This design comes from an exercise in tuning for small area, a short achievable clock period and few clock cycles per item on the open sky130 flow, not from production work.
Only simulation tests tie the RTL to the original design; equivalence was not proved.
Power is estimated from default activity; no workload was simulated.

`constraint.sdc`:
```
create_clock -name core_clock -period 10.0 [get_ports {i_clk}]
set_input_delay 2.0000 -clock core_clock [delete_from_list [all_inputs] [get_ports {i_clk}]]
set_output_delay 2.0000 -clock core_clock [all_outputs]
set_load 0.01 [all_outputs]
```
`config.mk`:
```
export PLATFORM = sky130hd
export DESIGN_NAME = disparity_to_point_cloud
export DESIGN_NICKNAME = disparity_to_point_cloud
export VERILOG_FILES = /design/flow/design.v
export SDC_FILE = /design/flow/constraint.sdc
export NUM_CORES = 4
export LEC_CHECK = 0
export CAP_MARGIN = 20
export CORE_MARGIN = 2
export CORE_UTILIZATION = 40
export SLEW_MARGIN = 20
```
`design.v`:
```
package dpc_pkg;
    localparam int FRAC_SHIFT = 8;
    localparam int SUBPIX     = 16;
    localparam int STEP_MAX   = 16;
    localparam logic [24:0] COUNT_MAX = 25'd16777216;
    typedef enum logic [2:0] {
        REG_FRAME_WIDTH   = 3'd0,
        REG_SAMPLING_STEP = 3'd1,
        REG_MIN_DISPARITY = 3'd2,
        REG_BASELINE_MM   = 3'd3,
        REG_FOCAL_PX      = 3'd4,
        REG_CENTER_X      = 3'd5,
        REG_CENTER_Y      = 3'd6,
        REG_COLOR_ENABLE  = 3'd7
    } t_reg_idx;
    typedef struct packed {
        logic [15:0] disparity;
        logic [7:0]  blue;
        logic [7:0]  green;
        logic [7:0]  red;
        logic        end_of_frame;
    } t_pix_in;
    typedef struct packed {
        logic               point_valid;
        logic signed [31:0] x_mm;
        logic signed [31:0] y_mm;
        logic signed [31:0] z_mm;
        logic [23:0]        color_word;
        logic               frame_done;
        logic [24:0]        points_in_frame;
    } t_point_out;
    typedef struct packed {
        logic               kept;
        logic [15:0]        disparity;
        logic signed [18:0] diff_x;    
        logic signed [18:0] diff_y;    
        logic [23:0]        color_word;
        logic               frame_done;
        logic [24:0]        points_in_frame;
    } t_job;
endpackage
module dpc_front #(
    parameter int MAX_WIDTH  = 4096,
    parameter int MAX_HEIGHT = 4096
) (
    input  logic            i_clk,
    input  logic            i_rst_n,
    input  logic            i_take,
    input  dpc_pkg::t_pix_in i_pix,
    input  logic [12:0]     i_frame_width,
    input  logic [4:0]      i_sampling_step,
    input  logic [15:0]     i_min_disparity,
    input  logic [15:0]     i_center_x,
    input  logic [15:0]     i_center_y,
    input  logic            i_color_enable,
    output logic            o_emit,
    output dpc_pkg::t_job   o_job
);
    localparam int CW = $clog2(MAX_WIDTH);
    localparam int RW = $clog2(MAX_HEIGHT);
    logic [CW-1:0] r_col, n_col;
    logic [RW-1:0] r_row, n_row;
    logic [3:0]    r_cph, n_cph, r_rph, n_rph;
    logic [24:0]   r_cnt, n_cnt;
    logic [4:0]    step;
    logic [14:0]   width;
    logic          kept;
    logic [24:0]   cnt_inc;
    always_comb begin
        step = (i_sampling_step == 5'd0) ? 5'd1 :
               (i_sampling_step > 5'd16) ? 5'd16 : i_sampling_step;
        width = (i_frame_width == 13'd0) ? 15'd1 :
                ({2'b0, i_frame_width} > 15'(MAX_WIDTH)) ? 15'(MAX_WIDTH)
                                                       : {2'b0, i_frame_width};
        kept = (r_cph == 4'd0) && (r_rph == 4'd0) &&
               (i_pix.disparity >= i_min_disparity);
        cnt_inc = (kept && r_cnt < dpc_pkg::COUNT_MAX) ? r_cnt + 25'd1 : r_cnt;
        n_col = r_col; n_row = r_row; n_cph = r_cph; n_rph = r_rph; n_cnt = cnt_inc;
        if (i_pix.end_of_frame) begin
            n_col = '0; n_row = '0; n_cph = '0; n_rph = '0; n_cnt = '0;
        end else if (15'(r_col) + 15'd1 >= width) begin
            n_col = '0; n_cph = '0;
            if (32'(r_row) + 32'd1 >= 32'(MAX_HEIGHT)) begin
                n_row = '0; n_rph = '0;
            end else begin
                n_row = r_row + 1'b1;
                n_rph = ({1'b0, r_rph} + 5'd1 >= step) ? 4'd0 : r_rph + 4'd1;
            end
        end else begin
            n_col = r_col + 1'b1;
            n_cph = ({1'b0, r_cph} + 5'd1 >= step) ? 4'd0 : r_cph + 4'd1;
        end
        o_emit = kept || i_pix.end_of_frame;
        o_job.kept = kept;
        o_job.disparity = i_pix.disparity;
        o_job.diff_x = 19'($signed({1'b0, r_col, 4'b0})) - 19'($signed({3'b0, i_center_x}));
        o_job.diff_y = 19'($signed({1'b0, r_row, 4'b0})) - 19'($signed({3'b0, i_center_y}));
        o_job.color_word = (kept && i_color_enable) ?
                           {i_pix.blue, i_pix.green, i_pix.red} : 24'd0;
        o_job.frame_done = i_pix.end_of_frame;
        o_job.points_in_frame = i_pix.end_of_frame ? cnt_inc : 25'd0;
    end
    always_ff @(posedge i_clk) begin
        if (!i_rst_n) begin
            r_col <= '0; r_row <= '0; r_cph <= '0; r_rph <= '0; r_cnt <= '0;
        end else if (i_take) begin
            r_col <= n_col; r_row <= n_row; r_cph <= n_cph;
            r_rph <= n_rph; r_cnt <= n_cnt;
        end
    end
endmodule
module dpc_fifo (
    input  logic          i_clk,
    input  logic          i_rst_n,
    input  logic          i_push,
    input  dpc_pkg::t_job i_job,
    output logic          o_full,
    input  logic          i_pop,
    output logic          o_empty,
    output dpc_pkg::t_job o_job
);
    logic [104:0]  r_mem [2];     
    logic          r_wp, r_rp;
    logic [1:0]    r_cnt;
    assign o_full  = (r_cnt == 2'd2);
    assign o_empty = (r_cnt == 2'd0);
    assign o_job   = r_mem[r_rp];
    always_ff @(posedge i_clk) begin
        if (i_push) r_mem[r_wp] <= i_job;
    end
    always_ff @(posedge i_clk) begin
        if (!i_rst_n) begin
            r_wp <= 1'b0; r_rp <= 1'b0; r_cnt <= 2'd0;
        end else begin
            if (i_push) r_wp <= ~r_wp;
            if (i_pop)  r_rp <= ~r_rp;
            r_cnt <= r_cnt + {1'b0, i_push} - {1'b0, i_pop};
        end
    end
endmodule
module dpc_back (
    input  logic              i_clk,
    input  logic              i_rst_n,
    input  logic              i_empty,
    input  dpc_pkg::t_job     i_job,
    output logic              o_pop,
    input  logic [15:0]       i_baseline_mm,
    input  logic [15:0]       i_focal_px,
    output logic              o_valid,
    input  logic              i_ready,
    output dpc_pkg::t_point_out o_pt
);
    typedef enum logic [5:0] {
        S_IDLE = 6'b000001, S_MUL1 = 6'b000010, S_MUL2 = 6'b000100,
        S_SETUP = 6'b001000, S_DIV = 6'b010000, S_OUT = 6'b100000
    } t_state;
    t_state        r_st;
    dpc_pkg::t_job r_job;
    logic [18:0]   r_mx, r_my;
    logic          r_nx, r_ny;
    logic [39:0]   r_mag [3];      
    logic [1:0]    r_sel;
    logic [47:0]   r_num;          
    logic [16:0]   r_rem;
    logic [5:0]    r_bit;
    logic [47:0]   r_q;
    logic [31:0]   r_res [3];
    logic [34:0]   prod;
    logic [16:0]   trial;
    logic [31:0]   sat;
    logic          neg_sel;
    assign o_pop = (r_st == S_IDLE) && !i_empty;
    always_comb begin
        unique case (r_sel)
            2'd0:    prod = 35'(r_mx) * 35'(i_baseline_mm);
            2'd1:    prod = 35'(r_my) * 35'(i_baseline_mm);
            default: prod = 35'(i_baseline_mm) * 35'(i_focal_px);
        endcase
        trial = {r_rem[15:0], r_num[47]} - {1'b0, r_job.disparity};
        neg_sel = (r_sel == 2'd0) ? r_nx : (r_sel == 2'd1) ? r_ny : 1'b1;
        if (r_mag[r_sel] == 40'd0) sat = 32'd0;
        else if (neg_sel)
            sat = (r_q > 48'h80000000) ? 32'h80000000 : 32'(0 - r_q[31:0]);
        else
            sat = (r_q > 48'h7FFFFFFF) ? 32'h7FFFFFFF : r_q[31:0];
    end
    always_ff @(posedge i_clk) begin
        if (!i_rst_n) begin
            r_st <= S_IDLE; o_valid <= 1'b0;
        end else begin
            unique case (r_st)
                S_IDLE: if (!i_empty) begin
                    r_job <= i_job;
                    r_mx <= i_job.diff_x[18] ? 19'(-i_job.diff_x) : i_job.diff_x;
                    r_my <= i_job.diff_y[18] ? 19'(-i_job.diff_y) : i_job.diff_y;
                    r_nx <= !i_job.diff_x[18] && i_job.diff_x != 19'd0;
                    r_ny <= !i_job.diff_y[18] && i_job.diff_y != 19'd0;
                    r_sel <= 2'd0;
                    r_st <= i_job.kept ? S_MUL1 : S_OUT;
                    if (!i_job.kept) begin
                        r_res[0] <= '0; r_res[1] <= '0; r_res[2] <= '0;
                    end
                end
                S_MUL1: begin
                    r_mag[r_sel] <= 40'(prod);
                    if (r_sel == 2'd2) begin r_sel <= 2'd0; r_st <= S_SETUP; end
                    else r_sel <= r_sel + 2'd1;
                end
                S_SETUP: begin
                    r_num <= {r_mag[r_sel], 8'b0};
                    r_rem <= '0; r_q <= '0; r_bit <= 6'd48; r_st <= S_DIV;
                end
                S_DIV: begin
                    if (r_bit == 6'd0) begin
                        r_res[r_sel] <= (r_job.disparity == 16'd0 && r_mag[r_sel] != 40'd0)
                            ? (neg_sel ? 32'h80000000 : 32'h7FFFFFFF) : sat;
                        if (r_sel == 2'd2) r_st <= S_OUT;
                        else begin r_sel <= r_sel + 2'd1; r_st <= S_SETUP; end
                    end else begin
                        if (!trial[16]) begin
                            r_rem <= trial; r_q <= {r_q[46:0], 1'b1};
                        end else begin
                            r_rem <= {r_rem[15:0], r_num[47]}; r_q <= {r_q[46:0], 1'b0};
                        end
                        r_num <= {r_num[46:0], 1'b0};
                        r_bit <= r_bit - 6'd1;
                    end
                end
                S_OUT: if (!o_valid || i_ready) begin
                    o_valid <= 1'b1;
                    o_pt.point_valid <= r_job.kept;
                    o_pt.x_mm <= r_res[0]; o_pt.y_mm <= r_res[1];
                    o_pt.z_mm <= r_job.kept ? r_res[2] : 32'd0;
                    o_pt.color_word <= r_job.color_word;
                    o_pt.frame_done <= r_job.frame_done;
                    o_pt.points_in_frame <= r_job.points_in_frame;
                    r_st <= S_IDLE;
                end
                default: r_st <= S_IDLE;
            endcase
            if (o_valid && i_ready && r_st != S_OUT) o_valid <= 1'b0;
        end
    end
endmodule
module disparity_to_point_cloud #(
    parameter int MAX_WIDTH  = 4096,
    parameter int MAX_HEIGHT = 4096
) (
    input  logic                i_clk,
    input  logic                i_rst_n,
    input  logic                i_valid,
    output logic                o_ready,
    input  logic [40:0]         i_pix,
    output logic                o_valid,
    input  logic                i_ready,
    output logic [146:0]        o_pt,
    input  logic                i_cfg_valid,
    output logic                o_cfg_ready,
    input  logic [2:0]          i_cfg_index,
    input  logic [15:0]         i_cfg_data
);
    logic [12:0] r_width;
    logic [4:0]  r_step;
    logic [15:0] r_mind, r_base, r_focal, r_cx, r_cy;
    logic        r_cen;
    logic        emit, full, empty, pop, take;
    dpc_pkg::t_job job_f, job_b;
    dpc_pkg::t_pix_in    pix;
    dpc_pkg::t_point_out pt;
    assign pix  = i_pix;
    assign o_pt = pt;
    assign o_cfg_ready = 1'b1;
    always_ff @(posedge i_clk) begin
        if (!i_rst_n) begin
            r_width <= 13'd640; r_step <= 5'd4; r_mind <= 16'd160;
            r_base <= 16'd120; r_focal <= 16'd8000; r_cx <= 16'd5120;
            r_cy <= 16'd3840; r_cen <= 1'b1;
        end else if (i_cfg_valid) begin
            unique case (i_cfg_index)
                dpc_pkg::REG_FRAME_WIDTH:   r_width <= i_cfg_data[12:0];
                dpc_pkg::REG_SAMPLING_STEP: r_step  <= i_cfg_data[4:0];
                dpc_pkg::REG_MIN_DISPARITY: r_mind  <= i_cfg_data;
                dpc_pkg::REG_BASELINE_MM:   r_base  <= i_cfg_data;
                dpc_pkg::REG_FOCAL_PX:      r_focal <= i_cfg_data;
                dpc_pkg::REG_CENTER_X:      r_cx    <= i_cfg_data;
                dpc_pkg::REG_CENTER_Y:      r_cy    <= i_cfg_data;
                dpc_pkg::REG_COLOR_ENABLE:  r_cen   <= i_cfg_data[0];
                default: ;
            endcase
        end
    end
    assign o_ready = !full;
    assign take    = i_valid && o_ready;
    dpc_front #(.MAX_WIDTH(MAX_WIDTH), .MAX_HEIGHT(MAX_HEIGHT)) u_front (
        .i_clk, .i_rst_n, .i_take(take), .i_pix(pix),
        .i_frame_width(r_width), .i_sampling_step(r_step),
        .i_min_disparity(r_mind), .i_center_x(r_cx), .i_center_y(r_cy),
        .i_color_enable(r_cen), .o_emit(emit), .o_job(job_f)
    );
    dpc_fifo u_fifo (
        .i_clk, .i_rst_n, .i_push(take && emit), .i_job(job_f), .o_full(full),
        .i_pop(pop), .o_empty(empty), .o_job(job_b)
    );
    dpc_back u_back (
        .i_clk, .i_rst_n, .i_empty(empty), .i_job(job_b), .o_pop(pop),
        .i_baseline_mm(r_base), .i_focal_px(r_focal),
        .o_valid, .i_ready, .o_pt(pt)
    );
endmodule
```
`run.sh`:
```
#!/bin/bash
# synth_recipe.tcl (not shown) runs the flow's synth.tcl, then flattens the netlist and writes it again
# the make line also repeats each setting of config.mk as NAME=value (left out here)
make -C /OpenROAD-flow-scripts/flow DESIGN_CONFIG=/design/flow/config.mk WORK_HOME=/design/flow/orfs CLKGATE_MAP_FILE= SYNTH_SCRIPT=/design/flow/synth_recipe.tcl finish
```
==> results.cfg <==
[final_layout]
drive_gt1_frac = 0.05195
final_cells = 8917
syn_to_final_growth_pct = 11.17
layout.nets = 7765
n_antenna_cell = 0
utilization = 0.4487

[setup_path]
critPathMaxStageDelay_ns = 1.03
r2r_slack_ns = 1.94
cp.arrival_ns = 8.44
critPathMaxFanout = 40
required_ns = 10.38
cp_slowest_cell = dfxtp_2
r2r_start = r_base[7]
r2r_cells = 21
startpoint_type = register
r2r-end = u_back.r_mag[0][27]
critical_path_class = reg2reg
crit_top_cell = fa_1
crit_path_end_kind = register
path_cells = buf_4 > nand2_1 > fa_1 > inv_1 > fa_1 > inv_1 > fa_1 > fa_1 > inv_1 > fa_1 > fa_1 > ha_1 > a21o_1 > a21o_1 > a21oi_1 > o21ai_0 > a21oi_1 > o21bai_1 > a311o_1 > a32oi_1 > o21ai_0

[grt]
grt_usage = 0.2012
grt_pass1_wl_um = 276500
antenna_found_initial = 0
grt_start_max_net_pins = 103
first_global_vias = 48470
overflow = 0

[clock_network]
cts_hold_buf = 0
cts_sinks = 938
cts_buffers = 101
root_buffer = clkbuf_16
clkLatencyLatePin_ns = 0.71
path_clk_slew_ns = 0.06
cts_resized = 0
cts_setup_buffers = 0
cts_tree = built
cts_max_level = 3
clock_path_buffers = 3

[power]
p_leak_uw = 0.03222
finalPower_uw = 18400
power_density_mw_per_mm2 = 241.4
irDropWorstVdd_uv = 298.7

[worst_hold_path]
min_path_type = reg2reg
hold_depth = 0
hp-start = u_back.r_res[0][0]
min_to = o_pt[114]

[sta]
setup_viol_count_final = 0
slew_headroom = 0.2115
grt_setup_unrepaired = false
final.setup.tns_ns = 0
tightest_slew_ns = 1.168
post-route-min-period_ns = 8.061
clock_skew_ns = 0.05103
finalMaxSlewViolations = 0
fmax_mhz = 124.1
hold_slack_ns = 0.4133
period_share = 0.8061
final_hold_viol_count = 0

[detailed_routing]
via_per_inst = 5.234
totalWireLength_um = 175800
drtIter0Drc = 3039
drc = 0
vias = 46670
antenna_left = 0
dr.pass1.iters = 5
wl_per_cell_um = 19.71

[synthesis]
synthTopCellsByCount = nand2_1, inv_1, edfxtp_1
ys_seq_elements = 938
synth_top_area_cell = edfxtp_1
synth.area.top_cells = edfxtp_1, fa_1, ha_1
synth.distinct_cells = 82
syn-mean-instance-area_sq_um = 10.49
ys.flop_type = edfxtp_1
syn_inst = 6537
yosysTopAreaCellShare = 0.3369
syn_area_sq_mm = 0.06855
ys_seq_area_frac = 0.3862
yosysMostFrequentCell = nand2_1
synth_async_sr_flop_share = 0
synth_edf_count = 769
yosys_warnings = 4

[run_status]
outcome = finished clean

[die]
design.die.area_sq_mm = 0.1747
pin_count = 215
rows = 151
die_y_um = 418.0
start_util = 0.4036
die_w_um = 418.0
design.core.area_sq_mm = 0.1698

[flow_run]
cap_violations = 0

[placement]
dpl.hpwl_um = 129500
post-place-cells = 8729
port_buffers = 213
gp_congestion = 0.9162
cell usage in the layout, fill, tap and decap left out, types with 25 or more instances in the layout:
cell,Yosys,routed
o21a_1,26,26
a22oi_1,32,32
dfxtp_1,169,150
and3_1,40,38
clkbuf_16,0,102
ha_1,418,418
and2_1,547,547
mux2_2,70,70
mux2i_1,91,90
a21oi_1,258,258
a21o_1,87,87
nor2_1,255,250
nor2b_1,40,40
nand3_1,78,78
nor4_1,26,26
a31oi_1,32,32
o211ai_1,25,25
nand2_1,916,916
clkdlybuf4s50_1,0,212
xor2_1,75,75
o21ai_0,164,164
nor3_1,78,75
xnor2_1,116,116
edfxtp_1,769,769
fa_1,667,667
nand2b_1,54,54
buf_4,1,72
inv_1,889,888
state kept, by name, summed over array words and instances (netlist names), 19 cells and up, named ones only:
name           count
u_back.r_job      67
o_pt              64
u_back.r_q        48
u_fifo.r_mem     202
u_front.r_cnt     25
u_back.r_mx       19
u_back.r_num      40
u_back.r_mag     105
u_back.r_res      96
u_back.o_pt       83
u_back.r_my       19
metal layers:
layer,share of wire,global-route usage,vias up
li1,-,-,21700
met1,0.44,0.2733,23340
met2,0.46,0.3261,1389
met3,0.072,0.04317,251
met4,0.025,0.05323,0
met5,0,0,-
final cells by class:
type                    instances  area [sq um]
clock buffers                 134          2753
clock inverters                53         509.2
fillers                     15740         93640
inverters                     890          3343
multi-input cells            4399         37650
flip-flops and latches        938         26500
well taps                    2218          2775
repair buffers                285          2674
cell families (layout without fill, tap and decap cells):
family,after synthesis,count (layout),synth area share
other,2,5,0.0001096
DFF,938,938,0.3862
buffers and inverters,1203,1362,0.06596
xor gates and xnor gates,191,191,0.02440
muxes,161,161,0.02479
AOI/OAI and AO/OA,796,796,0.07319
and+or+nand+nor,2161,2161,0.1542
adders and majority gates,1085,1085,0.2711
critical path, delay by kind of cell (launching register included):
family / cells / cell delay, ns
flops: 1 / 1.03
buf+inv: 4 / 0.57
compound gates: 9 / 2.60
simple gates: 1 / 0.12
fa+ha+maj: 7 / 3.43
through the flow:
stage,setup WS [ns],cell area (sq um)
after detailed placement,2.098,72930
after floorplan,0.6290,68570
after global routing,1.710,76210
final,1.939,76210
after CTS,2.052,76200
after global placement,2.217,72930
how the worst max path moves through the flow:
stage                    from                   to
finish              r_base[7]  u_back.r_mag[0][27]
global placement    r_base[4]  u_back.r_mag[0][33]
CTS                 r_base[3]  u_back.r_mag[2][31]
global route        r_base[3]  u_back.r_mag[0][31]
detailed placement  r_base[3]  u_back.r_mag[0][31]
floorplan             i_rst_n            o_pt[100]
power breakdown:
part,switching [uW],leakage (uW),internal (uW)
Clock,1580,0.00158,2080
Combinational,5980,0.0221,3540
Sequential,331,0.00858,4890
Testbench counts, summed over its fixed seeds: cycles 304,148, items 1,972.

[port drivers added, routing unchanged]
Ports are ideal in the flow. The routed layout listed here was re-timed in OpenROAD. Step 1 assumes that a clkbuf_16 drives the clock port and a buf_2 every other input. Step 2, shift: input delay + t, output delay - t, t = (earliest + latest rising clock arrival at the registers) / 2. This alone moves slack from input paths to output paths. Three values: ideal, step 1, step 2; two values: the first two.
t, ns: 0.774
slack for setup (ns): 1.939 / 1.939 / 1.939
worst setup path at the end: register to register
After both steps setup and hold are still met in this run. The setup slack of this run moves by 0.000 ns with the drivers and by 0.000 ns with both steps.
